What follows belongs to an exercise in optimizing a design on an open flow for small area, a short achievable clock period and few clock cycles per item; a production flow would make more cautious choices.
No run shown here included a check of the RTL's function; only the layout flow was run.

File: design/flow/design.v
`default_nettype none
module bch (
	input  logic        i_clk,
	input  logic        i_arst_n,
	input  logic        i_set,
	input  logic [63:0] i_data,
	output logic        o_ready,
	output logic        o_finish,
	output logic [9:0]  o_data
);
	function automatic [9:0] qsolve(input [9:0] x);
		qsolve[0] = 1'b0;
		qsolve[1] = x[2] ^ x[4] ^ x[7];
		qsolve[2] = x[3] ^ x[4] ^ x[6] ^ x[7];
		qsolve[3] = x[1] ^ x[2] ^ x[4] ^ x[6] ^ x[9];
		qsolve[4] = x[3] ^ x[6] ^ x[7] ^ x[8] ^ x[9];
		qsolve[5] = x[0] ^ x[3] ^ x[6] ^ x[7] ^ x[9];
		qsolve[6] = x[7] ^ x[9];
		qsolve[7] = x[8] ^ x[9];
		qsolve[8] = x[6] ^ x[7] ^ x[9];
		qsolve[9] = x[8];
	endfunction
	function automatic [4:0] t_inv32(input [4:0] x);
		t_inv32[0] = 32'hbd89b432 >> x;
		t_inv32[1] = 32'hba357164 >> x;
		t_inv32[2] = 32'h4c98f3e8 >> x;
		t_inv32[3] = 32'h8a7ba4d8 >> x;
		t_inv32[4] = 32'hed3a0d2c >> x;
	endfunction
	function automatic [4:0] t_l31(input [4:0] x);
		t_l31[0] = 32'h1afb9244 >> x;
		t_l31[1] = 32'hb7903954 >> x;
		t_l31[2] = 32'h2dd584d8 >> x;
		t_l31[3] = 32'ha37162ac >> x;
		t_l31[4] = 32'h7a6628f0 >> x;
	endfunction
	function automatic [4:0] t_l31m3(input [4:0] x);
		t_l31m3[0] = 32'hb41365b4 >> x;
		t_l31m3[1] = 32'h68e77418 >> x;
		t_l31m3[2] = 32'h5f497224 >> x;
		t_l31m3[3] = 32'h4e8a29dc >> x;
		t_l31m3[4] = 32'h939957c >> x;
	endfunction
	function automatic [5:0] t_l33(input [4:0] x);
		t_l33[0] = 32'h69555995 >> x;
		t_l33[1] = 32'hf0c300ff >> x;
		t_l33[2] = 32'h63be30a6 >> x;
		t_l33[3] = 32'h5e952365 >> x;
		t_l33[4] = 32'h56651daa >> x;
		t_l33[5] = 32'h8000 >> x;
	endfunction
	function automatic [5:0] t_l33m3(input [4:0] x);
		t_l33m3[0] = 32'h965a9a64 >> x;
		t_l33m3[1] = 32'hcf33fcc0 >> x;
		t_l33m3[2] = 32'h7a2e688c >> x;
		t_l33m3[3] = 32'ha6d66bb8 >> x;
		t_l33m3[4] = 32'h95996594 >> x;
		t_l33m3[5] = 32'h0 >> x;
	endfunction
	function automatic [4:0] t_sq(input [4:0] x);
		t_sq[0] = 32'ha3be4c2d >> x;
		t_sq[1] = 32'hb51df26 >> x;
		t_sq[2] = 32'h6a3be4c2 >> x;
		t_sq[3] = 32'h30b51df2 >> x;
		t_sq[4] = 32'h7c985a8e >> x;
	endfunction
	function automatic [4:0] t_ki(input [5:0] x);
		t_ki[0] = 64'h1237cfb12 >> x;
		t_ki[1] = 64'h13c2010f2 >> x;
		t_ki[2] = 64'h1779327ba >> x;
		t_ki[3] = 64'hc81b604c >> x;
		t_ki[4] = 64'h18e9fe5c6 >> x;
	endfunction
	function automatic [4:0] t_kt(input [5:0] x);
		t_kt[0] = 64'h1e7d8948d >> x;
		t_kt[1] = 64'h1008794f0 >> x;
		t_kt[2] = 64'h993dd5de >> x;
		t_kt[3] = 64'hdb026320 >> x;
		t_kt[4] = 64'hff2e363a >> x;
	endfunction
	function automatic [9:0] t_a(input [4:0] x);
		t_a[0] = 32'h4ccccccc >> x;
		t_a[1] = 32'h70f0f0f0 >> x;
		t_a[2] = 32'h7f00ff00 >> x;
		t_a[3] = 32'h7fff0000 >> x;
		t_a[4] = 32'h2aaaaaaa >> x;
		t_a[5] = 32'h4ccccccc >> x;
		t_a[6] = 32'h70f0f0f0 >> x;
		t_a[7] = 32'h7f00ff00 >> x;
		t_a[8] = 32'h7fff0000 >> x;
		t_a[9] = 32'h2aaaaaaa >> x;
	endfunction
	function automatic [9:0] t_b(input [5:0] x);
		t_b[0] = 64'h199999998 >> x;
		t_b[1] = 64'h1e1e1e1e0 >> x;
		t_b[2] = 64'h1fe01fe00 >> x;
		t_b[3] = 64'h1fffe0000 >> x;
		t_b[4] = 64'haaaaaaaa >> x;
		t_b[5] = 64'h66666666 >> x;
		t_b[6] = 64'h1e1e1e1e >> x;
		t_b[7] = 64'h1fe01fe >> x;
		t_b[8] = 64'h1fffe >> x;
		t_b[9] = 64'h155555554 >> x;
	endfunction
	function automatic [4:0] m32(input [4:0] a, input [4:0] b);
		logic [8:0] p;
		p = '0;
		for (int i = 0; i < 5; i++)
			if (b[i])
				p = p ^ (9'(a) << i);
		for (int i = 8; i >= 5; i--)
			if (p[i])
				p = p ^ (9'b100101 << (i - 5));
		m32 = p[4:0];
	endfunction
	function automatic [4:0] sq32(input [4:0] a);
		sq32 = m32(a, a);
	endfunction
	function automatic [4:0] add31(input [4:0] a, input [4:0] b);
		logic [4:0] kg0;
		logic [4:0] kp0;
		logic [4:0] kg1;
		logic [4:0] kp1;
		logic [4:0] kg2;
		logic [4:0] kp2;
		logic [4:0] kg3;
		logic [4:0] kp3;
		logic [4:0] h;
		logic c;
		kg0 = a & b;
		kp0 = a ^ b;
		h = kp0;
		kg1[0] = kg0[0];
		kp1[0] = kp0[0];
		kg1[1] = kg0[1] | (kp0[1] & kg0[0]);
		kp1[1] = kp0[1] & kp0[0];
		kg1[2] = kg0[2] | (kp0[2] & kg0[1]);
		kp1[2] = kp0[2] & kp0[1];
		kg1[3] = kg0[3] | (kp0[3] & kg0[2]);
		kp1[3] = kp0[3] & kp0[2];
		kg1[4] = kg0[4] | (kp0[4] & kg0[3]);
		kp1[4] = kp0[4] & kp0[3];
		kg2[0] = kg1[0];
		kp2[0] = kp1[0];
		kg2[1] = kg1[1];
		kp2[1] = kp1[1];
		kg2[2] = kg1[2] | (kp1[2] & kg1[0]);
		kp2[2] = kp1[2] & kp1[0];
		kg2[3] = kg1[3] | (kp1[3] & kg1[1]);
		kp2[3] = kp1[3] & kp1[1];
		kg2[4] = kg1[4] | (kp1[4] & kg1[2]);
		kp2[4] = kp1[4] & kp1[2];
		kg3[0] = kg2[0];
		kp3[0] = kp2[0];
		kg3[1] = kg2[1];
		kp3[1] = kp2[1];
		kg3[2] = kg2[2];
		kp3[2] = kp2[2];
		kg3[3] = kg2[3];
		kp3[3] = kp2[3];
		kg3[4] = kg2[4] | (kp2[4] & kg2[0]);
		kp3[4] = kp2[4] & kp2[0];
		c = kg3[4] | kp3[4];
		add31[0] = h[0] ^ c;
		add31[1] = h[1] ^ (kg3[0] | (kp3[0] & c));
		add31[2] = h[2] ^ (kg3[1] | (kp3[1] & c));
		add31[3] = h[3] ^ (kg3[2] | (kp3[2] & c));
		add31[4] = h[4] ^ (kg3[3] | (kp3[3] & c));
	endfunction
	function automatic [9:0] add1023(input [9:0] a, input [9:0] b);
		logic [9:0] kg0;
		logic [9:0] kp0;
		logic [9:0] kg1;
		logic [9:0] kp1;
		logic [9:0] kg2;
		logic [9:0] kp2;
		logic [9:0] kg3;
		logic [9:0] kp3;
		logic [9:0] kg4;
		logic [9:0] kp4;
		logic [9:0] h;
		logic c;
		kg0 = a & b;
		kp0 = a ^ b;
		h = kp0;
		kg1[0] = kg0[0];
		kp1[0] = kp0[0];
		kg1[1] = kg0[1] | (kp0[1] & kg0[0]);
		kp1[1] = kp0[1] & kp0[0];
		kg1[2] = kg0[2] | (kp0[2] & kg0[1]);
		kp1[2] = kp0[2] & kp0[1];
		kg1[3] = kg0[3] | (kp0[3] & kg0[2]);
		kp1[3] = kp0[3] & kp0[2];
		kg1[4] = kg0[4] | (kp0[4] & kg0[3]);
		kp1[4] = kp0[4] & kp0[3];
		kg1[5] = kg0[5] | (kp0[5] & kg0[4]);
		kp1[5] = kp0[5] & kp0[4];
		kg1[6] = kg0[6] | (kp0[6] & kg0[5]);
		kp1[6] = kp0[6] & kp0[5];
		kg1[7] = kg0[7] | (kp0[7] & kg0[6]);
		kp1[7] = kp0[7] & kp0[6];
		kg1[8] = kg0[8] | (kp0[8] & kg0[7]);
		kp1[8] = kp0[8] & kp0[7];
		kg1[9] = kg0[9] | (kp0[9] & kg0[8]);
		kp1[9] = kp0[9] & kp0[8];
		kg2[0] = kg1[0];
		kp2[0] = kp1[0];
		kg2[1] = kg1[1];
		kp2[1] = kp1[1];
		kg2[2] = kg1[2] | (kp1[2] & kg1[0]);
		kp2[2] = kp1[2] & kp1[0];
		kg2[3] = kg1[3] | (kp1[3] & kg1[1]);
		kp2[3] = kp1[3] & kp1[1];
		kg2[4] = kg1[4] | (kp1[4] & kg1[2]);
		kp2[4] = kp1[4] & kp1[2];
		kg2[5] = kg1[5] | (kp1[5] & kg1[3]);
		kp2[5] = kp1[5] & kp1[3];
		kg2[6] = kg1[6] | (kp1[6] & kg1[4]);
		kp2[6] = kp1[6] & kp1[4];
		kg2[7] = kg1[7] | (kp1[7] & kg1[5]);
		kp2[7] = kp1[7] & kp1[5];
		kg2[8] = kg1[8] | (kp1[8] & kg1[6]);
		kp2[8] = kp1[8] & kp1[6];
		kg2[9] = kg1[9] | (kp1[9] & kg1[7]);
		kp2[9] = kp1[9] & kp1[7];
		kg3[0] = kg2[0];
		kp3[0] = kp2[0];
		kg3[1] = kg2[1];
		kp3[1] = kp2[1];
		kg3[2] = kg2[2];
		kp3[2] = kp2[2];
		kg3[3] = kg2[3];
		kp3[3] = kp2[3];
		kg3[4] = kg2[4] | (kp2[4] & kg2[0]);
		kp3[4] = kp2[4] & kp2[0];
		kg3[5] = kg2[5] | (kp2[5] & kg2[1]);
		kp3[5] = kp2[5] & kp2[1];
		kg3[6] = kg2[6] | (kp2[6] & kg2[2]);
		kp3[6] = kp2[6] & kp2[2];
		kg3[7] = kg2[7] | (kp2[7] & kg2[3]);
		kp3[7] = kp2[7] & kp2[3];
		kg3[8] = kg2[8] | (kp2[8] & kg2[4]);
		kp3[8] = kp2[8] & kp2[4];
		kg3[9] = kg2[9] | (kp2[9] & kg2[5]);
		kp3[9] = kp2[9] & kp2[5];
		kg4[0] = kg3[0];
		kp4[0] = kp3[0];
		kg4[1] = kg3[1];
		kp4[1] = kp3[1];
		kg4[2] = kg3[2];
		kp4[2] = kp3[2];
		kg4[3] = kg3[3];
		kp4[3] = kp3[3];
		kg4[4] = kg3[4];
		kp4[4] = kp3[4];
		kg4[5] = kg3[5];
		kp4[5] = kp3[5];
		kg4[6] = kg3[6];
		kp4[6] = kp3[6];
		kg4[7] = kg3[7];
		kp4[7] = kp3[7];
		kg4[8] = kg3[8] | (kp3[8] & kg3[0]);
		kp4[8] = kp3[8] & kp3[0];
		kg4[9] = kg3[9] | (kp3[9] & kg3[1]);
		kp4[9] = kp3[9] & kp3[1];
		c = kg4[9] | kp4[9];
		add1023[0] = h[0] ^ c;
		add1023[1] = h[1] ^ (kg4[0] | (kp4[0] & c));
		add1023[2] = h[2] ^ (kg4[1] | (kp4[1] & c));
		add1023[3] = h[3] ^ (kg4[2] | (kp4[2] & c));
		add1023[4] = h[4] ^ (kg4[3] | (kp4[3] & c));
		add1023[5] = h[5] ^ (kg4[4] | (kp4[4] & c));
		add1023[6] = h[6] ^ (kg4[5] | (kp4[5] & c));
		add1023[7] = h[7] ^ (kg4[6] | (kp4[6] & c));
		add1023[8] = h[8] ^ (kg4[7] | (kp4[7] & c));
		add1023[9] = h[9] ^ (kg4[8] | (kp4[8] & c));
	endfunction
	function automatic lt10(input [9:0] a, input [9:0] bn);
		logic [9:0] kg0;
		logic [9:0] kp0;
		logic [9:0] kg1;
		logic [9:0] kp1;
		logic [9:0] kg2;
		logic [9:0] kp2;
		logic [9:0] kg3;
		logic [9:0] kp3;
		logic [9:0] kg4;
		logic [9:0] kp4;
		logic [9:0] h;
		logic [9:0] b;
		logic c;
		b = ~bn;
		kg0 = a & b;
		kp0 = a ^ b;
		h = kp0;
		kg1[0] = kg0[0];
		kp1[0] = kp0[0];
		kg1[1] = kg0[1] | (kp0[1] & kg0[0]);
		kp1[1] = kp0[1] & kp0[0];
		kg1[2] = kg0[2] | (kp0[2] & kg0[1]);
		kp1[2] = kp0[2] & kp0[1];
		kg1[3] = kg0[3] | (kp0[3] & kg0[2]);
		kp1[3] = kp0[3] & kp0[2];
		kg1[4] = kg0[4] | (kp0[4] & kg0[3]);
		kp1[4] = kp0[4] & kp0[3];
		kg1[5] = kg0[5] | (kp0[5] & kg0[4]);
		kp1[5] = kp0[5] & kp0[4];
		kg1[6] = kg0[6] | (kp0[6] & kg0[5]);
		kp1[6] = kp0[6] & kp0[5];
		kg1[7] = kg0[7] | (kp0[7] & kg0[6]);
		kp1[7] = kp0[7] & kp0[6];
		kg1[8] = kg0[8] | (kp0[8] & kg0[7]);
		kp1[8] = kp0[8] & kp0[7];
		kg1[9] = kg0[9] | (kp0[9] & kg0[8]);
		kp1[9] = kp0[9] & kp0[8];
		kg2[0] = kg1[0];
		kp2[0] = kp1[0];
		kg2[1] = kg1[1];
		kp2[1] = kp1[1];
		kg2[2] = kg1[2] | (kp1[2] & kg1[0]);
		kp2[2] = kp1[2] & kp1[0];
		kg2[3] = kg1[3] | (kp1[3] & kg1[1]);
		kp2[3] = kp1[3] & kp1[1];
		kg2[4] = kg1[4] | (kp1[4] & kg1[2]);
		kp2[4] = kp1[4] & kp1[2];
		kg2[5] = kg1[5] | (kp1[5] & kg1[3]);
		kp2[5] = kp1[5] & kp1[3];
		kg2[6] = kg1[6] | (kp1[6] & kg1[4]);
		kp2[6] = kp1[6] & kp1[4];
		kg2[7] = kg1[7] | (kp1[7] & kg1[5]);
		kp2[7] = kp1[7] & kp1[5];
		kg2[8] = kg1[8] | (kp1[8] & kg1[6]);
		kp2[8] = kp1[8] & kp1[6];
		kg2[9] = kg1[9] | (kp1[9] & kg1[7]);
		kp2[9] = kp1[9] & kp1[7];
		kg3[0] = kg2[0];
		kp3[0] = kp2[0];
		kg3[1] = kg2[1];
		kp3[1] = kp2[1];
		kg3[2] = kg2[2];
		kp3[2] = kp2[2];
		kg3[3] = kg2[3];
		kp3[3] = kp2[3];
		kg3[4] = kg2[4] | (kp2[4] & kg2[0]);
		kp3[4] = kp2[4] & kp2[0];
		kg3[5] = kg2[5] | (kp2[5] & kg2[1]);
		kp3[5] = kp2[5] & kp2[1];
		kg3[6] = kg2[6] | (kp2[6] & kg2[2]);
		kp3[6] = kp2[6] & kp2[2];
		kg3[7] = kg2[7] | (kp2[7] & kg2[3]);
		kp3[7] = kp2[7] & kp2[3];
		kg3[8] = kg2[8] | (kp2[8] & kg2[4]);
		kp3[8] = kp2[8] & kp2[4];
		kg3[9] = kg2[9] | (kp2[9] & kg2[5]);
		kp3[9] = kp2[9] & kp2[5];
		kg4[0] = kg3[0];
		kp4[0] = kp3[0];
		kg4[1] = kg3[1];
		kp4[1] = kp3[1];
		kg4[2] = kg3[2];
		kp4[2] = kp3[2];
		kg4[3] = kg3[3];
		kp4[3] = kp3[3];
		kg4[4] = kg3[4];
		kp4[4] = kp3[4];
		kg4[5] = kg3[5];
		kp4[5] = kp3[5];
		kg4[6] = kg3[6];
		kp4[6] = kp3[6];
		kg4[7] = kg3[7];
		kp4[7] = kp3[7];
		kg4[8] = kg3[8] | (kp3[8] & kg3[0]);
		kp4[8] = kp3[8] & kp3[0];
		kg4[9] = kg3[9] | (kp3[9] & kg3[1]);
		kp4[9] = kp3[9] & kp3[1];
		lt10 = !(kg4[9] | kp4[9]);
	endfunction
	function automatic [6:0] a6(input [5:0] a, input [5:0] b);
		logic [5:0] kg0;
		logic [5:0] kp0;
		logic [5:0] kg1;
		logic [5:0] kp1;
		logic [5:0] kg2;
		logic [5:0] kp2;
		logic [5:0] kg3;
		logic [5:0] kp3;
		logic [5:0] h;
		logic c;
		kg0 = a & b;
		kp0 = a ^ b;
		h = kp0;
		kg1[0] = kg0[0];
		kp1[0] = kp0[0];
		kg1[1] = kg0[1] | (kp0[1] & kg0[0]);
		kp1[1] = kp0[1] & kp0[0];
		kg1[2] = kg0[2] | (kp0[2] & kg0[1]);
		kp1[2] = kp0[2] & kp0[1];
		kg1[3] = kg0[3] | (kp0[3] & kg0[2]);
		kp1[3] = kp0[3] & kp0[2];
		kg1[4] = kg0[4] | (kp0[4] & kg0[3]);
		kp1[4] = kp0[4] & kp0[3];
		kg1[5] = kg0[5] | (kp0[5] & kg0[4]);
		kp1[5] = kp0[5] & kp0[4];
		kg2[0] = kg1[0];
		kp2[0] = kp1[0];
		kg2[1] = kg1[1];
		kp2[1] = kp1[1];
		kg2[2] = kg1[2] | (kp1[2] & kg1[0]);
		kp2[2] = kp1[2] & kp1[0];
		kg2[3] = kg1[3] | (kp1[3] & kg1[1]);
		kp2[3] = kp1[3] & kp1[1];
		kg2[4] = kg1[4] | (kp1[4] & kg1[2]);
		kp2[4] = kp1[4] & kp1[2];
		kg2[5] = kg1[5] | (kp1[5] & kg1[3]);
		kp2[5] = kp1[5] & kp1[3];
		kg3[0] = kg2[0];
		kp3[0] = kp2[0];
		kg3[1] = kg2[1];
		kp3[1] = kp2[1];
		kg3[2] = kg2[2];
		kp3[2] = kp2[2];
		kg3[3] = kg2[3];
		kp3[3] = kp2[3];
		kg3[4] = kg2[4] | (kp2[4] & kg2[0]);
		kp3[4] = kp2[4] & kp2[0];
		kg3[5] = kg2[5] | (kp2[5] & kg2[1]);
		kp3[5] = kp2[5] & kp2[1];
		a6[0] = h[0];
		a6[1] = h[1] ^ kg3[0];
		a6[2] = h[2] ^ kg3[1];
		a6[3] = h[3] ^ kg3[2];
		a6[4] = h[4] ^ kg3[3];
		a6[5] = h[5] ^ kg3[4];
		a6[6] = kg3[5];
	endfunction
	function automatic [7:0] a7(input [6:0] a, input [6:0] b);
		logic [6:0] kg0;
		logic [6:0] kp0;
		logic [6:0] kg1;
		logic [6:0] kp1;
		logic [6:0] kg2;
		logic [6:0] kp2;
		logic [6:0] kg3;
		logic [6:0] kp3;
		logic [6:0] h;
		logic c;
		kg0 = a & b;
		kp0 = a ^ b;
		h = kp0;
		kg1[0] = kg0[0];
		kp1[0] = kp0[0];
		kg1[1] = kg0[1] | (kp0[1] & kg0[0]);
		kp1[1] = kp0[1] & kp0[0];
		kg1[2] = kg0[2] | (kp0[2] & kg0[1]);
		kp1[2] = kp0[2] & kp0[1];
		kg1[3] = kg0[3] | (kp0[3] & kg0[2]);
		kp1[3] = kp0[3] & kp0[2];
		kg1[4] = kg0[4] | (kp0[4] & kg0[3]);
		kp1[4] = kp0[4] & kp0[3];
		kg1[5] = kg0[5] | (kp0[5] & kg0[4]);
		kp1[5] = kp0[5] & kp0[4];
		kg1[6] = kg0[6] | (kp0[6] & kg0[5]);
		kp1[6] = kp0[6] & kp0[5];
		kg2[0] = kg1[0];
		kp2[0] = kp1[0];
		kg2[1] = kg1[1];
		kp2[1] = kp1[1];
		kg2[2] = kg1[2] | (kp1[2] & kg1[0]);
		kp2[2] = kp1[2] & kp1[0];
		kg2[3] = kg1[3] | (kp1[3] & kg1[1]);
		kp2[3] = kp1[3] & kp1[1];
		kg2[4] = kg1[4] | (kp1[4] & kg1[2]);
		kp2[4] = kp1[4] & kp1[2];
		kg2[5] = kg1[5] | (kp1[5] & kg1[3]);
		kp2[5] = kp1[5] & kp1[3];
		kg2[6] = kg1[6] | (kp1[6] & kg1[4]);
		kp2[6] = kp1[6] & kp1[4];
		kg3[0] = kg2[0];
		kp3[0] = kp2[0];
		kg3[1] = kg2[1];
		kp3[1] = kp2[1];
		kg3[2] = kg2[2];
		kp3[2] = kp2[2];
		kg3[3] = kg2[3];
		kp3[3] = kp2[3];
		kg3[4] = kg2[4] | (kp2[4] & kg2[0]);
		kp3[4] = kp2[4] & kp2[0];
		kg3[5] = kg2[5] | (kp2[5] & kg2[1]);
		kp3[5] = kp2[5] & kp2[1];
		kg3[6] = kg2[6] | (kp2[6] & kg2[2]);
		kp3[6] = kp2[6] & kp2[2];
		a7[0] = h[0];
		a7[1] = h[1] ^ kg3[0];
		a7[2] = h[2] ^ kg3[1];
		a7[3] = h[3] ^ kg3[2];
		a7[4] = h[4] ^ kg3[3];
		a7[5] = h[5] ^ kg3[4];
		a7[6] = h[6] ^ kg3[5];
		a7[7] = kg3[6];
	endfunction
	function automatic [5:0] add33(input [5:0] x, input [5:0] y);
		logic [5:0] sv;
		logic [5:0] cv;
		logic [6:0] s;
		logic [7:0] t;
		sv = x ^ y ^ 6'd31;
		cv = (x & y) | ((x | y) & 6'd31);
		s  = a6(x, y);
		t  = a7({1'b0, sv}, {cv, 1'b0});   
		add33 = t[6] ? t[5:0] : s[5:0];
	endfunction
	logic       busy;
	logic       rdy;
	logic [3:0] cnt;
	logic       last;
	logic       fin;
	assign o_ready = rdy;
	assign last    = busy && (cnt == 4'd15);
	always_ff @(posedge i_clk or negedge i_arst_n) begin
		if (!i_arst_n) begin
			busy   <= 1'b0;
			rdy    <= 1'b1;
			cnt    <= '0;
			fin    <= 1'b0;
		end else begin
			fin    <= last;
			cnt    <= cnt + 1'b1;
			if (!busy) begin
				cnt  <= 4'd1;
				busy <= i_set;
				rdy  <= !i_set;
			end else if (last) begin
				busy <= 1'b0;
				rdy  <= 1'b1;
			end
		end
	end
	logic [63:0] dm;
	logic [9:0]  acc1;
	logic [9:0]  acc3;
	logic [9:0]  fb1;
	logic [9:0]  fb3;
	assign dm  = {i_data[63] && !last, i_data[62:0]};   
	assign fb1 = busy ? acc1 : 10'd0;
	assign fb3 = busy ? acc3 : 10'd0;
	logic [333:0] sx;
	assign sx[0] = dm[5] ^ dm[53];
	assign sx[1] = dm[34] ^ dm[52];
	assign sx[2] = dm[33] ^ dm[46];
	assign sx[3] = dm[7] ^ dm[60];
	assign sx[4] = dm[27] ^ dm[29];
	assign sx[5] = dm[54] ^ dm[57];
	assign sx[6] = dm[17] ^ dm[58];
	assign sx[7] = dm[10] ^ dm[37];
	assign sx[8] = dm[31] ^ dm[62];
	assign sx[9] = dm[0] ^ dm[20];
	assign sx[10] = dm[14] ^ dm[55];
	assign sx[11] = dm[11] ^ dm[48];
	assign sx[12] = dm[1] ^ dm[56];
	assign sx[13] = dm[23] ^ sx[0];
	assign sx[14] = dm[15] ^ sx[3];
	assign sx[15] = dm[12] ^ dm[38];
	assign sx[16] = dm[36] ^ dm[45];
	assign sx[17] = dm[24] ^ dm[61];
	assign sx[18] = dm[9] ^ dm[18];
	assign sx[19] = dm[49] ^ dm[51];
	assign sx[20] = dm[35] ^ dm[59];
	assign sx[21] = dm[4] ^ sx[8];
	assign sx[22] = dm[6] ^ sx[6];
	assign sx[23] = dm[3] ^ sx[7];
	assign sx[24] = dm[21] ^ sx[2];
	assign sx[25] = sx[1] ^ sx[4];
	assign sx[26] = dm[13] ^ sx[5];
	assign sx[27] = dm[47] ^ sx[12];
	assign sx[28] = fb3[7] ^ dm[43];
	assign sx[29] = dm[16] ^ dm[26];
	assign sx[30] = dm[42] ^ sx[10];
	assign sx[31] = sx[9] ^ sx[11];
	assign sx[32] = dm[40] ^ sx[18];
	assign sx[33] = sx[13] ^ sx[20];
	assign sx[34] = sx[14] ^ sx[15];
	assign sx[35] = fb3[4] ^ fb3[5];
	assign sx[36] = fb3[8] ^ dm[22];
	assign sx[37] = dm[19] ^ dm[44];
	assign sx[38] = dm[2] ^ dm[50];
	assign sx[39] = fb3[9] ^ sx[17];
	assign sx[40] = sx[19] ^ sx[25];
	assign sx[41] = fb1[4] ^ dm[28];
	assign sx[42] = fb1[7] ^ dm[43];
	assign sx[43] = dm[30] ^ dm[32];
	assign sx[44] = fb3[6] ^ dm[39];
	assign sx[45] = fb3[3] ^ sx[28];
	assign sx[46] = dm[48] ^ sx[21];
	assign sx[47] = sx[16] ^ sx[27];
	assign sx[48] = sx[23] ^ sx[29];
	assign sx[49] = sx[16] ^ sx[24];
	assign sx[50] = dm[20] ^ sx[26];
	assign sx[51] = sx[31] ^ sx[34];
	assign sx[52] = dm[25] ^ dm[47];
	assign sx[53] = fb1[5] ^ dm[53];
	assign sx[54] = dm[22] ^ dm[41];
	assign sx[55] = fb1[1] ^ dm[18];
	assign sx[56] = dm[32] ^ dm[56];
	assign sx[57] = fb3[2] ^ dm[34];
	assign sx[58] = dm[8] ^ sx[36];
	assign sx[59] = fb1[3] ^ sx[1];
	assign sx[60] = fb1[6] ^ sx[41];
	assign sx[61] = sx[19] ^ sx[35];
	assign sx[62] = dm[33] ^ sx[11];
	assign sx[63] = dm[40] ^ sx[0];
	assign sx[64] = sx[4] ^ sx[32];
	assign sx[65] = dm[3] ^ sx[22];
	assign sx[66] = fb3[0] ^ sx[39];
	assign sx[67] = sx[9] ^ sx[33];
	assign sx[68] = dm[59] ^ sx[46];
	assign sx[69] = dm[29] ^ sx[33];
	assign sx[70] = fb1[9] ^ sx[40];
	assign sx[71] = dm[0] ^ dm[28];
	assign sx[72] = dm[25] ^ dm[54];
	assign sx[73] = fb1[4] ^ dm[8];
	assign sx[74] = fb1[0] ^ dm[61];
	assign sx[75] = fb1[3] ^ dm[12];
	assign sx[76] = dm[14] ^ dm[15];
	assign sx[77] = fb3[1] ^ dm[17];
	assign sx[78] = fb3[8] ^ dm[44];
	assign sx[79] = dm[19] ^ dm[46];
	assign sx[80] = fb1[2] ^ dm[30];
	assign sx[81] = dm[42] ^ dm[63];
	assign sx[82] = dm[26] ^ dm[39];
	assign sx[83] = dm[16] ^ dm[24];
	assign sx[84] = fb3[9] ^ dm[51];
	assign sx[85] = fb1[2] ^ dm[7];
	assign sx[86] = dm[58] ^ sx[38];
	assign sx[87] = sx[2] ^ sx[17];
	assign sx[88] = sx[37] ^ sx[81];
	assign sx[89] = sx[6] ^ sx[12];
	assign sx[90] = sx[8] ^ sx[43];
	assign sx[91] = dm[11] ^ sx[10];
	assign sx[92] = fb1[8] ^ sx[55];
	assign sx[93] = dm[60] ^ sx[54];
	assign sx[94] = dm[2] ^ sx[52];
	assign sx[95] = sx[42] ^ sx[74];
	assign sx[96] = sx[15] ^ sx[53];
	assign sx[97] = sx[35] ^ sx[84];
	assign sx[98] = sx[38] ^ sx[76];
	assign sx[99] = sx[2] ^ sx[28];
	assign sx[100] = sx[5] ^ sx[37];
	assign sx[101] = sx[14] ^ sx[88];
	assign sx[102] = sx[22] ^ sx[57];
	assign sx[103] = dm[1] ^ sx[25];
	assign sx[104] = sx[60] ^ sx[92];
	assign sx[105] = sx[27] ^ sx[30];
	assign sx[106] = dm[9] ^ sx[63];
	assign sx[107] = sx[26] ^ sx[45];
	assign sx[108] = dm[13] ^ sx[89];
	assign sx[109] = dm[4] ^ sx[30];
	assign sx[110] = sx[30] ^ sx[79];
	assign sx[111] = dm[26] ^ sx[61];
	assign sx[112] = sx[13] ^ sx[32];
	assign sx[113] = sx[39] ^ sx[58];
	assign sx[114] = dm[5] ^ sx[24];
	assign sx[115] = sx[59] ^ sx[87];
	assign sx[116] = sx[62] ^ sx[95];
	assign sx[117] = dm[45] ^ sx[21];
	assign sx[118] = sx[48] ^ sx[93];
	assign sx[119] = sx[34] ^ sx[112];
	assign sx[120] = dm[38] ^ sx[50];
	assign sx[121] = sx[47] ^ sx[91];
	assign sx[122] = sx[56] ^ sx[64];
	assign sx[123] = dm[14] ^ sx[65];
	assign sx[124] = sx[66] ^ sx[102];
	assign sx[125] = sx[49] ^ sx[73];
	assign sx[126] = dm[35] ^ sx[50];
	assign sx[127] = sx[31] ^ sx[49];
	assign sx[128] = dm[41] ^ sx[51];
	assign sx[129] = sx[42] ^ sx[70];
	assign sx[130] = sx[69] ^ sx[104];
	assign sx[131] = dm[57] ^ sx[68];
	assign sx[132] = sx[67] ^ sx[122];
	assign sx[133] = sx[51] ^ sx[82];
	assign sx[134] = dm[0] ^ dm[16];
	assign sx[135] = dm[36] ^ sx[72];
	assign sx[136] = sx[75] ^ sx[134];
	assign sx[137] = sx[13] ^ sx[24];
	assign sx[138] = sx[60] ^ sx[90];
	assign sx[139] = sx[135] ^ sx[136];
	assign sx[140] = sx[101] ^ sx[137];
	assign sx[141] = sx[138] ^ sx[139];
	assign sx[142] = sx[70] ^ sx[123];
	assign sx[143] = sx[140] ^ sx[141];
	assign sx[144] = sx[142] ^ sx[143];
	assign sx[145] = dm[49] ^ dm[52];
	assign sx[146] = sx[41] ^ sx[145];
	assign sx[147] = sx[22] ^ sx[146];
	assign sx[148] = sx[105] ^ sx[116];
	assign sx[149] = sx[147] ^ sx[119];
	assign sx[150] = sx[126] ^ sx[148];
	assign sx[151] = sx[149] ^ sx[150];
	assign sx[152] = fb1[0] ^ fb1[9];
	assign sx[153] = dm[2] ^ dm[22];
	assign sx[154] = dm[31] ^ sx[43];
	assign sx[155] = sx[152] ^ sx[153];
	assign sx[156] = sx[14] ^ sx[23];
	assign sx[157] = sx[26] ^ sx[154];
	assign sx[158] = sx[155] ^ sx[115];
	assign sx[159] = sx[156] ^ sx[157];
	assign sx[160] = sx[121] ^ sx[158];
	assign sx[161] = sx[159] ^ sx[130];
	assign sx[162] = sx[160] ^ sx[161];
	assign sx[163] = fb1[4] ^ dm[10];
	assign sx[164] = dm[50] ^ sx[55];
	assign sx[165] = sx[80] ^ sx[163];
	assign sx[166] = sx[100] ^ sx[164];
	assign sx[167] = sx[165] ^ sx[114];
	assign sx[168] = sx[117] ^ sx[166];
	assign sx[169] = sx[167] ^ sx[168];
	assign sx[170] = sx[129] ^ sx[133];
	assign sx[171] = sx[169] ^ sx[170];
	assign sx[172] = fb1[8] ^ dm[37];
	assign sx[173] = sx[3] ^ sx[29];
	assign sx[174] = sx[53] ^ sx[80];
	assign sx[175] = sx[172] ^ sx[22];
	assign sx[176] = sx[173] ^ sx[174];
	assign sx[177] = sx[47] ^ sx[115];
	assign sx[178] = sx[175] ^ sx[176];
	assign sx[179] = sx[68] ^ sx[120];
	assign sx[180] = sx[177] ^ sx[178];
	assign sx[181] = sx[179] ^ sx[180];
	assign sx[182] = dm[3] ^ dm[52];
	assign sx[183] = sx[182] ^ sx[108];
	assign sx[184] = sx[110] ^ sx[183];
	assign sx[185] = sx[130] ^ sx[133];
	assign sx[186] = sx[184] ^ sx[185];
	assign sx[187] = dm[37] ^ dm[39];
	assign sx[188] = sx[18] ^ sx[38];
	assign sx[189] = sx[54] ^ sx[71];
	assign sx[190] = sx[72] ^ sx[85];
	assign sx[191] = sx[187] ^ sx[96];
	assign sx[192] = sx[188] ^ sx[189];
	assign sx[193] = sx[190] ^ sx[65];
	assign sx[194] = sx[191] ^ sx[192];
	assign sx[195] = sx[121] ^ sx[193];
	assign sx[196] = sx[194] ^ sx[129];
	assign sx[197] = sx[195] ^ sx[196];
	assign sx[198] = fb1[1] ^ dm[27];
	assign sx[199] = sx[198] ^ sx[32];
	assign sx[200] = sx[59] ^ sx[96];
	assign sx[201] = sx[98] ^ sx[48];
	assign sx[202] = sx[108] ^ sx[199];
	assign sx[203] = sx[200] ^ sx[125];
	assign sx[204] = sx[201] ^ sx[202];
	assign sx[205] = sx[131] ^ sx[203];
	assign sx[206] = sx[204] ^ sx[205];
	assign sx[207] = fb1[6] ^ dm[25];
	assign sx[208] = dm[51] ^ dm[52];
	assign sx[209] = sx[7] ^ sx[10];
	assign sx[210] = sx[83] ^ sx[85];
	assign sx[211] = sx[207] ^ sx[208];
	assign sx[212] = sx[86] ^ sx[100];
	assign sx[213] = sx[209] ^ sx[210];
	assign sx[214] = sx[211] ^ sx[212];
	assign sx[215] = sx[213] ^ sx[125];
	assign sx[216] = sx[214] ^ sx[132];
	assign sx[217] = sx[215] ^ sx[216];
	assign sx[218] = fb1[5] ^ dm[8];
	assign sx[219] = dm[13] ^ dm[17];
	assign sx[220] = sx[56] ^ sx[75];
	assign sx[221] = sx[218] ^ sx[219];
	assign sx[222] = sx[220] ^ sx[221];
	assign sx[223] = sx[40] ^ sx[106];
	assign sx[224] = sx[109] ^ sx[116];
	assign sx[225] = sx[222] ^ sx[118];
	assign sx[226] = sx[223] ^ sx[224];
	assign sx[227] = sx[225] ^ sx[226];
	assign sx[228] = dm[30] ^ dm[54];
	assign sx[229] = dm[62] ^ sx[77];
	assign sx[230] = sx[228] ^ sx[23];
	assign sx[231] = sx[27] ^ sx[58];
	assign sx[232] = sx[99] ^ sx[229];
	assign sx[233] = sx[40] ^ sx[101];
	assign sx[234] = sx[230] ^ sx[231];
	assign sx[235] = sx[232] ^ sx[67];
	assign sx[236] = sx[233] ^ sx[234];
	assign sx[237] = sx[235] ^ sx[236];
	assign sx[238] = dm[46] ^ sx[0];
	assign sx[239] = sx[43] ^ sx[78];
	assign sx[240] = sx[21] ^ sx[238];
	assign sx[241] = sx[239] ^ sx[47];
	assign sx[242] = sx[48] ^ sx[64];
	assign sx[243] = sx[240] ^ sx[124];
	assign sx[244] = sx[241] ^ sx[242];
	assign sx[245] = sx[128] ^ sx[243];
	assign sx[246] = sx[244] ^ sx[245];
	assign sx[247] = fb3[5] ^ dm[21];
	assign sx[248] = dm[37] ^ dm[50];
	assign sx[249] = sx[52] ^ sx[247];
	assign sx[250] = sx[248] ^ sx[63];
	assign sx[251] = sx[90] ^ sx[249];
	assign sx[252] = sx[103] ^ sx[107];
	assign sx[253] = sx[113] ^ sx[250];
	assign sx[254] = sx[251] ^ sx[252];
	assign sx[255] = sx[253] ^ sx[128];
	assign sx[256] = sx[254] ^ sx[255];
	assign sx[257] = dm[10] ^ dm[36];
	assign sx[258] = dm[58] ^ sx[1];
	assign sx[259] = sx[29] ^ sx[44];
	assign sx[260] = sx[257] ^ sx[61];
	assign sx[261] = sx[94] ^ sx[258];
	assign sx[262] = sx[259] ^ sx[110];
	assign sx[263] = sx[113] ^ sx[260];
	assign sx[264] = sx[261] ^ sx[119];
	assign sx[265] = sx[262] ^ sx[263];
	assign sx[266] = sx[131] ^ sx[264];
	assign sx[267] = sx[265] ^ sx[266];
	assign sx[268] = fb3[7] ^ dm[11];
	assign sx[269] = dm[28] ^ dm[53];
	assign sx[270] = dm[62] ^ sx[18];
	assign sx[271] = sx[37] ^ sx[44];
	assign sx[272] = sx[268] ^ sx[269];
	assign sx[273] = sx[86] ^ sx[270];
	assign sx[274] = sx[271] ^ sx[272];
	assign sx[275] = sx[66] ^ sx[103];
	assign sx[276] = sx[273] ^ sx[274];
	assign sx[277] = sx[118] ^ sx[126];
	assign sx[278] = sx[275] ^ sx[276];
	assign sx[279] = sx[277] ^ sx[278];
	assign sx[280] = fb3[2] ^ dm[7];
	assign sx[281] = dm[27] ^ sx[6];
	assign sx[282] = sx[36] ^ sx[44];
	assign sx[283] = sx[71] ^ sx[83];
	assign sx[284] = sx[280] ^ sx[45];
	assign sx[285] = sx[281] ^ sx[282];
	assign sx[286] = sx[283] ^ sx[46];
	assign sx[287] = sx[105] ^ sx[114];
	assign sx[288] = sx[284] ^ sx[285];
	assign sx[289] = sx[286] ^ sx[287];
	assign sx[290] = sx[288] ^ sx[289];
	assign sx[291] = dm[1] ^ dm[6];
	assign sx[292] = dm[24] ^ dm[27];
	assign sx[293] = dm[32] ^ dm[39];
	assign sx[294] = sx[3] ^ sx[20];
	assign sx[295] = sx[78] ^ sx[291];
	assign sx[296] = sx[292] ^ sx[293];
	assign sx[297] = sx[23] ^ sx[97];
	assign sx[298] = sx[294] ^ sx[295];
	assign sx[299] = sx[296] ^ sx[107];
	assign sx[300] = sx[109] ^ sx[297];
	assign sx[301] = sx[298] ^ sx[127];
	assign sx[302] = sx[299] ^ sx[300];
	assign sx[303] = sx[301] ^ sx[302];
	assign sx[304] = sx[5] ^ sx[45];
	assign sx[305] = sx[94] ^ sx[106];
	assign sx[306] = sx[111] ^ sx[304];
	assign sx[307] = sx[124] ^ sx[127];
	assign sx[308] = sx[305] ^ sx[306];
	assign sx[309] = sx[307] ^ sx[308];
	assign sx[310] = fb3[0] ^ fb3[3];
	assign sx[311] = fb3[6] ^ dm[21];
	assign sx[312] = dm[32] ^ dm[42];
	assign sx[313] = dm[45] ^ dm[60];
	assign sx[314] = sx[7] ^ sx[17];
	assign sx[315] = sx[36] ^ sx[77];
	assign sx[316] = sx[310] ^ sx[311];
	assign sx[317] = sx[312] ^ sx[313];
	assign sx[318] = sx[62] ^ sx[98];
	assign sx[319] = sx[314] ^ sx[315];
	assign sx[320] = sx[316] ^ sx[317];
	assign sx[321] = sx[111] ^ sx[318];
	assign sx[322] = sx[319] ^ sx[320];
	assign sx[323] = sx[69] ^ sx[120];
	assign sx[324] = sx[321] ^ sx[322];
	assign sx[325] = sx[323] ^ sx[324];
	assign sx[326] = fb3[1] ^ dm[12];
	assign sx[327] = sx[44] ^ sx[57];
	assign sx[328] = sx[326] ^ sx[97];
	assign sx[329] = sx[99] ^ sx[327];
	assign sx[330] = sx[117] ^ sx[328];
	assign sx[331] = sx[329] ^ sx[123];
	assign sx[332] = sx[330] ^ sx[132];
	assign sx[333] = sx[331] ^ sx[332];
	always_ff @(posedge i_clk) begin
		acc1[0] <= sx[144];
		acc1[1] <= sx[151];
		acc1[2] <= sx[162];
		acc1[3] <= sx[171];
		acc1[4] <= sx[181];
		acc1[5] <= sx[186];
		acc1[6] <= sx[197];
		acc1[7] <= sx[206];
		acc1[8] <= sx[217];
		acc1[9] <= sx[227];
		acc3[0] <= sx[237];
		acc3[1] <= sx[246];
		acc3[2] <= sx[256];
		acc3[3] <= sx[267];
		acc3[4] <= sx[279];
		acc3[5] <= sx[290];
		acc3[6] <= sx[303];
		acc3[7] <= sx[309];
		acc3[8] <= sx[325];
		acc3[9] <= sx[333];
	end
	logic [9:0] lin;      
	logic [9:0] lx;
	logic [4:0] qt;       
	logic [4:0] qn;       
	logic       qbz;      
	logic [4:0] raw31;
	logic [5:0] raw33;
	logic [4:0] m3_31;
	logic [5:0] m3_33;
	assign lx = fin ? acc1 : lin;
	always_ff @(posedge i_clk) begin
		qt  <= m32(lx[4:0], t_inv32(lx[9:5]));
		qn  <= sq32(lx[4:0]) ^ m32(lx[4:0], lx[9:5]) ^ sq32(lx[9:5]);
		qbz <= (lx[9:5] == 5'd0);
	end
	assign raw31 = t_l31(qn);
	assign raw33 = qbz ? 6'd0 : t_l33(qt);
	assign m3_31 = t_l31m3(qn);
	assign m3_33 = qbz ? 6'd0 : t_l33m3(qt);
	logic [8:0] st;       
	logic [4:0] r1_31;    
	logic [5:0] r1_33;
	logic [4:0] r_31;     
	logic [5:0] r_33;
	logic [4:0] op31;
	logic [5:0] op33;
	logic       s1z;      
	logic       s3z;      
	logic       single;
	logic       nosol;    
	logic       sgl_n;
	logic [4:0] esq;
	logic [9:0] ex;
	logic [9:0] p;
	logic [9:0] p1;
	logic [9:0] od;
	logic       of;
	logic [1:0] ocnt;
	logic       od_lt;
	logic       empty;
	always_ff @(posedge i_clk or negedge i_arst_n) begin
		if (!i_arst_n) begin
			st <= '0;
		end else begin
			st <= {st[7:0], fin};
		end
	end
	assign op31 = st[1] ? r_31 : r1_31;
	assign op33 = st[1] ? r_33 : r1_33;
	assign sgl_n = !s3z && (r_31 == 5'd0) && (r_33 == 6'd0);
	assign esq   = t_sq(r_31);
	logic [9:0] exq;
	logic       sglq;
	assign ex    = {m32(esq, t_ki(r_33)), m32(esq, t_kt(r_33))};
	always_ff @(posedge i_clk) begin
		exq  <= ex;
		sglq <= sgl_n;
	end
	assign p     = add1023(t_a(r_31), t_b(r_33));
	assign od_lt = lt10(od, p1);
	assign empty = s1z || (!single && nosol);
	always_ff @(posedge i_clk) begin
		if (fin) begin
			s1z <= (acc1 == 10'd0);
			lin <= acc3;
		end else if (st[3]) begin
			lin <= sglq ? 10'd1 : s3z ? 10'd32 : (qsolve(exq) ^ 10'd32);
		end else begin
			lin <= lin ^ 10'd1;
		end
		if (st[0]) begin
			s3z   <= (lin == 10'd0);
			r1_31 <= raw31;
			r1_33 <= raw33;
		end
		if (st[3]) begin
			single <= sglq;
			nosol  <= !s3z && ^(exq & 10'd288);
		end
		if (st[0]) begin
			r_31 <= m3_31;
			r_33 <= m3_33;
		end else begin
			r_31 <= add31(raw31, op31);
			r_33 <= add33(raw33, op33);
		end
		if (st[6] || (st[8] && !od_lt))
			p1 <= st[6] ? p : od;
	end
	assign o_finish = of;
	assign o_data   = od;
	always_ff @(posedge i_clk or negedge i_arst_n) begin
		if (!i_arst_n) begin
			of   <= 1'b0;
			ocnt <= '0;
		end else begin
			if (st[8]) begin
				of   <= 1'b1;
				ocnt <= empty ? 2'd0 : single ? 2'd1 : 2'd2;
			end else if (of) begin
				if (ocnt == 2'd0)
					of <= 1'b0;
				else
					ocnt <= ocnt - 1'b1;
			end
		end
	end
	always_ff @(posedge i_clk) begin
		if (st[7]) begin
			od <= p;
		end else if (st[8]) begin
			if (empty)
				od <= 10'd1023;
			else if (single || !od_lt)
				od <= p1;
		end else if (ocnt == 2'd2) begin
			od <= p1;
		end else begin
			od <= 10'd1023;
		end
	end
endmodule
`default_nettype wire
File: design/flow/run.sh
#!/bin/bash
# synth_recipe.tcl (not shown) runs the flow's synth.tcl, then flattens the netlist and writes it again
# the make line also repeats each setting of config.mk as NAME=value (left out here)
make -C /OpenROAD-flow-scripts/flow DESIGN_CONFIG=/design/flow/config.mk WORK_HOME=/design/flow/orfs CLKGATE_MAP_FILE= SYNTH_SCRIPT=/design/flow/synth_recipe.tcl finish
File: design/flow/config.mk
export PLATFORM = sky130hd
export DESIGN_NAME = bch
export DESIGN_NICKNAME = bch
export VERILOG_FILES = /design/flow/design.v
export SDC_FILE = /design/flow/constraint.sdc
export NUM_CORES = 4
export LEC_CHECK = 0
export ABC_AREA = 1
export CAP_MARGIN = 20
export CORE_MARGIN = 2
export CORE_UTILIZATION = 40
export SETUP_SLACK_MARGIN = 3.0
export SLEW_MARGIN = 20
File: design/flow/constraint.sdc
create_clock -name core_clock -period 6.5 [get_ports {i_clk}]
set_input_delay 1.3000 -clock core_clock [delete_from_list [all_inputs] [get_ports {i_clk}]]
set_output_delay 1.3000 -clock core_clock [all_outputs]
set_load 0.01 [all_outputs]
==> results of run 1 <==
[cells in the final DEF (no fill, tap or decap), types with 4 or more instances in the layout]
master	n
clkinvlp_4	5
or2_2	6
inv_1	283
nor3_2	4
clkbuf_16	18
nand3_1	201
nand4_1	11
o22ai_1	4
o21bai_1	4
inv_2	7
o31ai_1	12
nand3b_1	22
a21o_1	4
dfxtp_1	42
xor2_2	8
dfxtp_4	5
xnor2_1	108
ha_1	74
buf_4	22
inv_6	8
clkdlybuf4s50_1	78
dfrtp_1	18
edfxtp_1	44
xor2_1	197
o211ai_1	14
dfxtp_2	7
nand2_1	764
o21ai_2	4
nand2_4	5
nor4_1	4
nor2_2	7
o21ai_1	10
xnor2_2	7
a31oi_1	5
nor3_1	12
nand2_2	22
nor2_1	146
o21ai_0	81
a21oi_1	67
[metal layers]
| metal | routed length (um) | vias up | GRT usage [%] |
|---|---|---|---|
| met5 | 0 | - | 0 |
| met4 | 1030 | 0 | 7.07 |
| met3 | 2010 | 51 | 2.19 |
| met2 | 21500 | 397 | 40.8 |
| met1 | 19700 | 6660 | 30.1 |
| li1 | - | 7455 | - |
[area by class of cell]
class	instances	area, um^2	area share, %
Multi-Input combinational cell	1846	10600	63.2
Clock buffer	18	450	2.69
Tap cell	468	586	3.50
Inverter	298	1140	6.84
Clock inverter	14	126	0.755
Timing Repair Buffer	100	946	5.65
Sequential cell	117	2910	17.4
[per-stage QoR]
stage          worst slack (ns)  instances  util (%)  hold slack (ns)
2_1_floorplan              3.03       2307         -            0.331
3_3_place_gp               2.61       2809      43.5            0.332
3_5_place_dp               2.49       2809      43.5            0.335
4_1_cts                    3.00       2845      45.3            0.344
5_1_grt                    2.97       2861      46.0            0.352
6_report                   3.21       2861      46.0            0.342
[cells by family (layout without fill, tap and decap cells)]
kind of cell,after synthesis,after routing,share of synthesized area (%)
flops,117,117,19.6
xor+xnor,321,321,20.0
fa+ha+maj,81,81,7.06
compound gates,230,230,9.28
simple gates,1213,1214,34.6
buf+inv,345,430,9.44
[worst max path at each step]
stage	start	end	slack, ns	cells after the start
after global routing	qt[1]	r_33[4]	2.97	19
after floorplan	qt[1]	r_33[4]	3.03	21
final	i_data[32]	acc1[0]	3.21	11
after CTS	qn[1]	r_31[0]	3.00	14
after global placement	qt[1]	r_33[4]	2.61	20
after detailed placement	qt[1]	r_33[4]	2.49	20
[sequential cells by signal, summed over array words and instances, names as in the netlist, 2 cells and up]
name / cells
acc1: 10
acc3: 10
exq: 10
lin: 10
od: 10
p1: 10
st: 9
r1_33: 6
r_33: 6
qn: 5
qt: 5
r1_31: 5
r_31: 5
cnt: 4
ocnt: 2
[repair_timing]
action	CTS	global route
cloned	0	1
endpoints found under the hold margin	0	0
endpoints found under the setup margin	30	34
pin swaps	2	12
buffers inserted	4	15
resized for setup	19	45
==> notes.md, run 1 <==
Avg Cell Area, Syn=6.36 um^2; status=no timing/DRC/antenna violations; clock skew=0.0167 ns; clock slew at reported path FFs=0.06 ns; Cell variety after synth=61; Area Overhead vs Synth=14.0%; initial antenna violation count=0; RSZ-0062 raised after global routing=false; Tcrit/Tclk final=50.6%; vias in the first global route=13819; ys flop type=dfxtp_1; crit path cell chain=clkdlybuf4s50_1 -> xnor2_1 -> xnor2_1 -> xor2_1 -> inv_1 -> nand2_1 -> nand2_1 -> nand3_1 -> nand2_1 -> nand2_1 -> nand2_1; total wire length=44.2 mm; total of max-cap violations=0; EDFF count, synth=44; Hold Startpoint=st[5]; Syn Inst Count=2307; Initial Utilization=40.4%; Pre-antenna DRT Iters=6; first-pass GRT wire length=71.5 mm; die area=0.0382 mm^2; Critical Path AT=about 3.6 ns; DP Area=roughly 0.016 mm^2; FFs w/ async S/R, synth=16.2%; origin of the critical flop-to-flop path=qn[0]; die height=195 um; critical path's slowest cell=clkdlybuf4s50_1; HP Class=flip-flop to flip-flop; #FFs+latches synth=approximately 120; cell depth of the worst flop-to-flop path=15; # DRC=0; num ports=79; GPL Wtd Cong=0.957; total core area=0.0363 mm^2; most numerous cell in the Yosys netlist=nand2_1; Final Max Slew Viols=0; critical path's most frequent cell=nand2_1; slowest stage delay, CP=approximately 0.67 ns; number of vias per cell=slightly above 5; # nets final=2528; sink count of the clock tree=117; WL/cell=15.5 um; layout cell share with drive strength beyond 1=under 10%; Root Buffer=clkbuf_16; H-tree depth=4; critical path class=primary input to flip-flop; fillers=3800; DIE WIDTH=roughly 200 um; fin area=about 0.017 mm^2; Slew headroom=39.6%; Ant. Diodes=0; FMAX=304 MHz; Synth area leaders=nand2_1, xor2_1, edfxtp_1; Hold Path Sink=st[6]; Routed Antenna Nets=0; Synth area leader=nand2_1; Total GRT Usage=23.2%; clk latency of the worst-skew pair=0.43 ns; via count=between 10000 and 15000; top cell family by delay on the critical path=XOR/XNOR gates; largest net degree at the start of global routing=32; R2R Path End=r_31[0]; r2r setup slk=about 3.2 ns; hold-critical path depth=0; CTS max path bufs=2; CTS Buf Count=17; Max FO, Critical Path=4; Synth top area share=between 10% and 20%; Worst Setup End Kind=flip-flop; setup TNS=0 ns; register area share after synthesis=between 15 and 20%; CTS tree=done; Worst Path Buf+Inv=2; port bufs=78; Yosys Warn Count=1; Crit path required time=6.82 ns; Detail Placement HPWL=about 36 mm; cts hold-fix bufs=0; synth cell count leaders=nand2_1, inv_1, nand3_1; Setup crit start kind=primary input; Worst-Margin Slew=0.903 ns; Overflow after GRT=0; Synthesized Nets=around 2500; FP Rows=70; Final setup viols=0; final hold violations=0; minimum clock period=3.29 ns; area of the mapped netlist=between 0.01 and 0.015 mm^2; Iteration-0 DRC Markers=1078
==> inputs of run 2 (changes only) <==
--- a/design/flow/config.mk
+++ b/design/flow/config.mk
@@ -8,6 +8,6 @@
 export ABC_AREA = 1
 export CAP_MARGIN = 20
 export CORE_MARGIN = 2
-export CORE_UTILIZATION = 40
+export CORE_UTILIZATION = 60
 export SETUP_SLACK_MARGIN = 3.0
 export SLEW_MARGIN = 20
==> run 2 against run 1 <==
Highest routed layer unchanged. Register-to-register slack worse by 0.10 ns. Clock-buffer cell count is 4 higher. Non-clock buffer count is 2 lower. Critical endpoint is now acc3[1]. Synthesized cell count stayed put. Largest cell class unchanged. First-iteration DRC count is 21% higher.
==> notes.md, run 2 <==
status=no timing/DRC/antenna violations; Critical Path AT=3.68 ns (+0.07 ns); most numerous cell in the Yosys netlist=nand2_1; clock slew at reported path FFs=0.06 ns (about the same); vias in the first global route=13760 (-0.43%); FMAX=296 MHz (-2.8%); ys flop type=dfxtp_1; total of max-cap violations=0 (unchanged); CTS max path bufs=2 (unchanged); DP Area=0.0156 mm^2 (-1.2%); Crit path required time=6.80 ns (-0.02 ns); Total GRT Usage=32.8% (+9.5 points); Setup crit start kind=primary input; die height=160 um (-18%); CTS Buf Count=17 (unchanged); #FFs+latches synth=117 (unchanged); Tcrit/Tclk final=52.0% (+1.4 points); total core area=0.0242 mm^2 (-33%); initial antenna violation count=2 (+2); # DRC=0 (unchanged); first-pass GRT wire length=68.5 mm (-4.2%); FP Rows=57 (-19%); GPL Wtd Cong=1.02 (+6.1%); num ports=79 (unchanged); Routed Antenna Nets=0 (unchanged); Worst Setup End Kind=flip-flop; Detail Placement HPWL=33.5 mm (-6.2%); total wire length=42.7 mm (-3.4%); WL/cell=15.7 um (+1.8%); Synth area leader=nand2_1; CTS tree=done; fillers=2141 (-44%); EDFF count, synth=44 (unchanged); cell depth of the worst flop-to-flop path=20 (+5); via count=15057 (+3.4%); setup TNS=0 ns (unchanged); Cell variety after synth=61 (unchanged); layout cell share with drive strength beyond 1=6.98% (+0.21 points); commonest non-fill, non-tap cells in the layout=nand2_1, inv_1, nand3_1; Ant. Diodes=0 (unchanged); Root Buffer=clkbuf_16; Iteration-0 DRC Markers=1304 (+21%); port bufs=78 (unchanged); clock skew=0.0137 ns (-0.00306 ns); Final Max Slew Viols=0 (unchanged); DIE WIDTH=160 um (-18%); register area share after synthesis=19.6% (unchanged); final hold violations=0 (unchanged); FFs w/ async S/R, synth=16.2% (unchanged); Slew headroom=35.6% (-4.0 points); placed cell count=2664 (-5.2%); area of the mapped netlist=0.0147 mm^2 (unchanged); Worst-Margin Slew=0.966 ns (+0.0629 ns); post-route non-filler standard cell count=2715 (-5.1%); Pre-antenna DRT Iters=6 (unchanged); Seq. cell area=0.00291 mm^2 (unchanged); HP Class=flip-flop to flip-flop; RSZ-0062 raised after global routing=false; Area Overhead vs Synth=13.1%; Multi-input gate area=0.0106 mm^2 (+0.57%); synth cell count leaders=nand2_1, inv_1, nand3_1; minimum clock period=3.38 ns (+0.0937 ns); H-tree depth=4 (unchanged); Overflow after GRT=0 (unchanged); clk latency of the worst-skew pair=0.41 ns (-0.02 ns); Yosys Warn Count=1 (unchanged); Syn Inst Count=2307 (unchanged); die area=0.0257 mm^2 (-33%); fin area=0.0166 mm^2 (-0.84%); Synth top area share=19.7% (unchanged); worst hold margin=0.341 ns (-0.00106 ns); Synth area leaders=nand2_1, xor2_1, edfxtp_1; Synthesized Nets=2455 (unchanged); Final setup viols=0 (unchanged); sink count of the clock tree=117 (unchanged); number of vias per cell=5.55 (+9.0%); hold-critical path depth=0 (unchanged); # nets final=2526 (-0.079%); Avg Cell Area, Syn=6.36 um^2 (unchanged); most common cell after layout, fill and taps aside=nand2_1; critical path class=primary input to flip-flop; Max FO, Critical Path=4 (unchanged); largest net degree at the start of global routing=32 (unchanged); Initial Utilization=60.7% (+20 points)
run 2: cell types whose count changed in the layout (fill, tap and decap cells not counted), sizes merged:
cell    delta
clkbuf     +4
buf        -2
inv       -10
clkinv     +4
bufinv     +2
run 2: repair_timing:
item / in CTS / in global routing
resized for setup: 17 / 58
buffers inserted: 1 / 17
setup endpoints to repair: 28 / 33
endpoints found under the hold margin: 0 / 0
cloned: 0 / 1
hold buffers: 0 / 0
pin swaps: 1 / 19
run 2: routing by layer:
metal	GRT usage, %	up-vias	share of wire [%]
met5	0	-	0
met4	13.0	0	4.2
met3	4.26	121	7.3
met2	55.1	640	47
met1	42.8	6840	42
li1	-	7456	-
run 2: worst max-delay path, stage by stage:
cell	delay (ns)
clkdlybuf4s50_1	0.63
xor2_1	0.28
nand2_1	0.08
nand2_1	0.21
inv_1	0.14
nand2_1	0.08
nand2_1	0.19
xor2_1	0.24
xor2_1	0.32
inv_1	0.09
nand2_1	0.08
nand2_1	0.04
run 2: kinds of logic after synthesis:
kind of cell	after synthesis	share of synthesized area, %
DFF	117	19.6
adders and majority gates	81	7.06
and+or+nand+nor	1213	34.6
AOI/OAI and AO/OA	230	9.28
buffers and inverters	345	9.44
xor gates and xnor gates	321	20.0
run 2: path summary, 6_finish.rpt:
kind | from | to | slack, ns
hold reg to reg | st[4] | st[5] | 0.34
setup reg to reg | qt[0] | r_33[2] | 3.14
setup / recovery | i_data[1] | acc3[1] | 3.12
hold / removal | st[4] | st[5] | 0.34
min in group asynchronous | i_arst_n | st[8] | 1.40
max in group asynchronous | i_arst_n | st[4] | 4.52
run 2: metrics by stage:
step / util, % / worst slack, ns
2_1_floorplan: - / 3.03
3_3_place_gp: 64.6 / 2.65
3_5_place_dp: 64.6 / 2.52
4_1_cts: 67.2 / 3.00
5_1_grt: 68.6 / 2.90
6_report: 68.6 / 3.12
run 2: area by class of cell:
cell class	count	area share [%]
clock buffers	22	2.86
repair buffers	98	5.61
well taps	324	2.44
clock inverters	10	0.641
multi-input cells	1846	64.1
inverters	298	6.84
flip-flops and latches	117	17.5
==> inputs of run 3 (changes only) <==
==> design/flow/flow/run.sh (new file) <==
#!/bin/bash
# Standard layout, but the port buffers are sky130_fd_sc_hd__buf_4 instead of the delay
# buffer buffer_ports picks by default. Everything else is the standard flow's own flow (standard.sh).
set -euo pipefail
bash standard.sh "BUFFER_PORTS_ARGS=-buffer_cell sky130_fd_sc_hd__buf_4" finish > standard.log 2>&1
==> design/flow/standard.sh (new file) <==
#!/bin/bash
# synth_recipe.tcl (not shown) runs the flow's synth.tcl, then flattens the netlist and writes it again
# the make line also repeats each setting of config.mk as NAME=value (left out here)
make -C /OpenROAD-flow-scripts/flow DESIGN_CONFIG=/design/flow/config.mk WORK_HOME=/design/flow/orfs CLKGATE_MAP_FILE= SYNTH_SCRIPT=/design/flow/synth_recipe.tcl "${@:-finish}"
--- a/design/flow/config.mk
+++ b/design/flow/config.mk
@@ -8,6 +8,6 @@
 export ABC_AREA = 1
 export CAP_MARGIN = 20
 export CORE_MARGIN = 2
-export CORE_UTILIZATION = 60
-export SETUP_SLACK_MARGIN = 3.0
+export CORE_UTILIZATION = 40
+export SETUP_SLACK_MARGIN = 3.4
 export SLEW_MARGIN = 20
removed: design/flow/run.sh
==> run 3 against run 2 <==
Cell count grew 6.4%. Register-to-register slack better by 0.30 ns. Largest cell class unchanged. Critical endpoint is now r_33[2]. Worst hold slack better by 0.0071 ns. Maximum frequency up 11%. Die area up 49%. Critical path depth grew 10. Sequential cell count unchanged. Setup slack better by 0.32 ns. Global-route usage fell by 8.9 points. Utilization shrank 22 points.
==> notes.md, run 3 <==
status=no timing/DRC/antenna violations; Synth top area share=19.7% (unchanged); Initial Utilization=40.4% (-20 points); RSZ-0062 raised after global routing=true; clock slew at reported path FFs=0.06 ns (about the same); crit path cell chain=inv_6 -> ha_4 -> nand2_4 -> inv_4 -> nor2_4 -> inv_2 -> nor3_2 -> a2111oi_4 -> inv_1 -> ha_4 -> inv_4 -> ha_4 -> nand3_2 -> nand2_2 -> inv_2 -> o21bai_4 -> a21o_1 -> nand2_2 -> nand2_4 -> nand2_2 -> o211ai_1 -> o31ai_1; Avg Cell Area, Syn=6.36 um^2 (unchanged); minimum clock period=3.06 ns (-0.324 ns); #FFs+latches synth=117 (unchanged); most numerous cell in the Yosys netlist=nand2_1; Area Overhead vs Synth=16.7%; Total GRT Usage=23.9% (-8.9 points); vias in the first global route=13781 (+0.15%); layout cell share with drive strength beyond 1=13.9% (+6.9 points); Crit path required time=6.80 ns (about the same); top cell family by delay on the critical path=adder cells; fillers=3680 (+72%); total wire length=46.0 mm (+7.6%); Final Max Slew Viols=0 (unchanged); register area share after synthesis=19.6% (unchanged); Max FO, Critical Path=6 (+2); die height=195 um (+22%); slowest stage delay, CP=0.37 ns (-0.26 ns); die area=0.0382 mm^2 (+49%); commonest non-fill, non-tap cells in the layout=nand2_1, inv_1, nand3_1; WL/cell=15.9 um (+1.1%); Worst Path Buf+Inv=6 (+3); Overflow after GRT=0 (unchanged); Synth area leader=nand2_1; critical path's slowest cell=dfxtp_4; Critical Path AT=3.36 ns (-0.32 ns); FFs w/ async S/R, synth=16.2% (unchanged); Ant. Diodes=0 (unchanged); Synthesized Nets=2455 (unchanged); # nets final=2555 (+1.1%); EDFF count, synth=44 (unchanged); CTS Buf Count=17 (unchanged); Syn Inst Count=2307 (unchanged); worst hold margin=0.348 ns (+0.00710 ns); total core area=0.0363 mm^2 (+50%); setup slack after layout=3.44 ns (+0.324 ns); synth cell count leaders=nand2_1, inv_1, nand3_1; Final setup viols=0 (unchanged); post-route non-filler standard cell count=2888 (+6.4%); total of max-cap violations=0 (unchanged); H-tree depth=4 (unchanged); CTS tree=done; Iteration-0 DRC Markers=1265 (-3.0%); Slew headroom=40.1% (+4.5 points); most common cell after layout, fill and taps aside=nand2_1; critical path class=flip-flop to flip-flop; ys flop type=dfxtp_1; Synth area leaders=nand2_1, xor2_1, edfxtp_1; Pre-antenna DRT Iters=6 (unchanged); setup TNS=0 ns (unchanged); clk latency of the worst-skew pair=0.43 ns (+0.02 ns); FP Rows=70 (+23%); area of the mapped netlist=0.0147 mm^2 (unchanged); DIE WIDTH=195 um (+22%); Yosys Warn Count=1 (unchanged); r2r setup slk=3.44 ns (+0.30 ns); Detail Placement HPWL=36.4 mm (+8.7%); placed cell count=2809 (+5.4%); Tcrit/Tclk final=47.0% (-5.0 points); first-pass GRT wire length=72.6 mm (+5.9%); via count=14897 (-1.1%); largest net degree at the start of global routing=32 (unchanged); final hold violations=0 (unchanged); # DRC=0 (unchanged); Worst Setup End Kind=flip-flop; Cell variety after synth=61 (unchanged); num ports=79 (unchanged); HP Class=flip-flop to flip-flop; Routed Antenna Nets=0 (unchanged); number of vias per cell=5.16 (-7.0%); port bufs=78 (unchanged); FMAX=327 MHz (+11%); Root Buffer=clkbuf_16; CTS max path bufs=2 (unchanged); initial antenna violation count=0 (-2); Worst-Margin Slew=0.896 ns (-0.0703 ns); Setup crit start kind=flip-flop; clock skew=0.0118 ns (-0.00184 ns); post-placement setup slack=2.73 ns (+0.214 ns); sink count of the clock tree=117 (unchanged); GPL Wtd Cong=0.963 (-5.3%)
run 3: layer usage:
metal  track usage, %  up-vias  part of all wire, %
met4             8.26        0                  3.1
met3             3.11       89                  5.7
li1                 -     7497                    -
met1             31.0     6779                   44
met5                0        -                    0
met2             40.8      532                   48
run 3: kinds of logic after synthesis:
kind of cell,count (synthesis),share of synthesized area (%)
flops,117,19.6
xor+xnor,321,20.0
fa+ha+maj,81,7.06
compound gates,230,9.28
buf+inv,345,9.44
simple gates,1213,34.6
run 3: per-stage QoR:
step | util (%) | cell area [um^2]
3_5_place_dp | 43.1 | 15700
2_1_floorplan | - | 14700
6_report | 47.1 | 17100
4_1_cts | 45.7 | 16600
5_1_grt | 47.1 | 17100
3_3_place_gp | 43.1 | 15700
run 3: repair_timing:
action,in CTS,in global routing
cloned,1,0
gates resized for setup,65,99
setup buffers,24,22
hold buffers,0,0
pin swaps,24,38
endpoints found under the setup margin,31,35
run 3: final cells by class:
class / count / area (um^2) / share of cell area (%)
Tap cell: 468 / 586 / 3.42
Clock buffer: 20 / 468 / 2.73
Timing Repair Buffer: 127 / 971 / 5.67
Sequential cell: 117 / 2930 / 17.1
Inverter: 298 / 1170 / 6.84
Clock inverter: 12 / 116 / 0.680
Multi-Input combinational cell: 1846 / 10900 / 63.5
run 3: worst paths after layout:
path	startpoint	endpoint	cells past startpoint
worst max-delay path	qt[0]	r_33[2]	22
worst min-delay path	st[5]	st[6]	0
worst max register to register	qt[0]	r_33[2]	22
worst min register to register	st[5]	st[6]	0
max in group asynchronous	i_arst_n	rdy	1
min in group asynchronous	i_arst_n	st[3]	1
run 3: worst reg2reg max path, delay by kind of cell, from the launching register on:
family                   cells  cell delay [ns]
AO/OA/AOI/OAI                5             0.76
buffers and inverters        6             0.38
adder cells (fa/ha/maj)      3             0.86
flip-flops                   1             0.37
AND/OR/NAND/NOR              8             0.56

## separate check: timing with driven ports
No port has a modelled driver above. Below, the same layouts with a new extraction and two added sets of constraints. Step 1, drivers: a clkbuf_16 drives i_clk and a buf_2 each remaining input, both assumed. Step 2 adds t to the input delays and takes it off the output delays; t is the mean of the earliest and latest rising clock arrival at the registers after step 1. Input paths then give back, and output paths get back, about the clock's delay inside the block. Slacks: ideal / step 1 / step 2; pairs: ideal / step 1.
run	shift t [ns]	slack for setup (ns)	worst hold slack (ns)	worst setup path after step 2	worst register clock-pin slew, ns
run 1	0.479	3.212 / 3.240 / 2.762	0.342 / 0.342 / 0.342	input to register	0.07 / 0.07
run 2	0.458	3.119 / 3.141 / 2.689	0.341 / 0.341 / 0.341	input to register	0.06 / 0.06
run 3	0.476	3.443 / 3.443 / 3.141	0.348 / 0.348 / 0.348	input to register	0.06 / 0.06
After both steps every run listed still meets setup and hold. For run 1, which loses most, drivers alone change the setup slack by +0.028 ns; drivers and shift together by -0.450 ns.
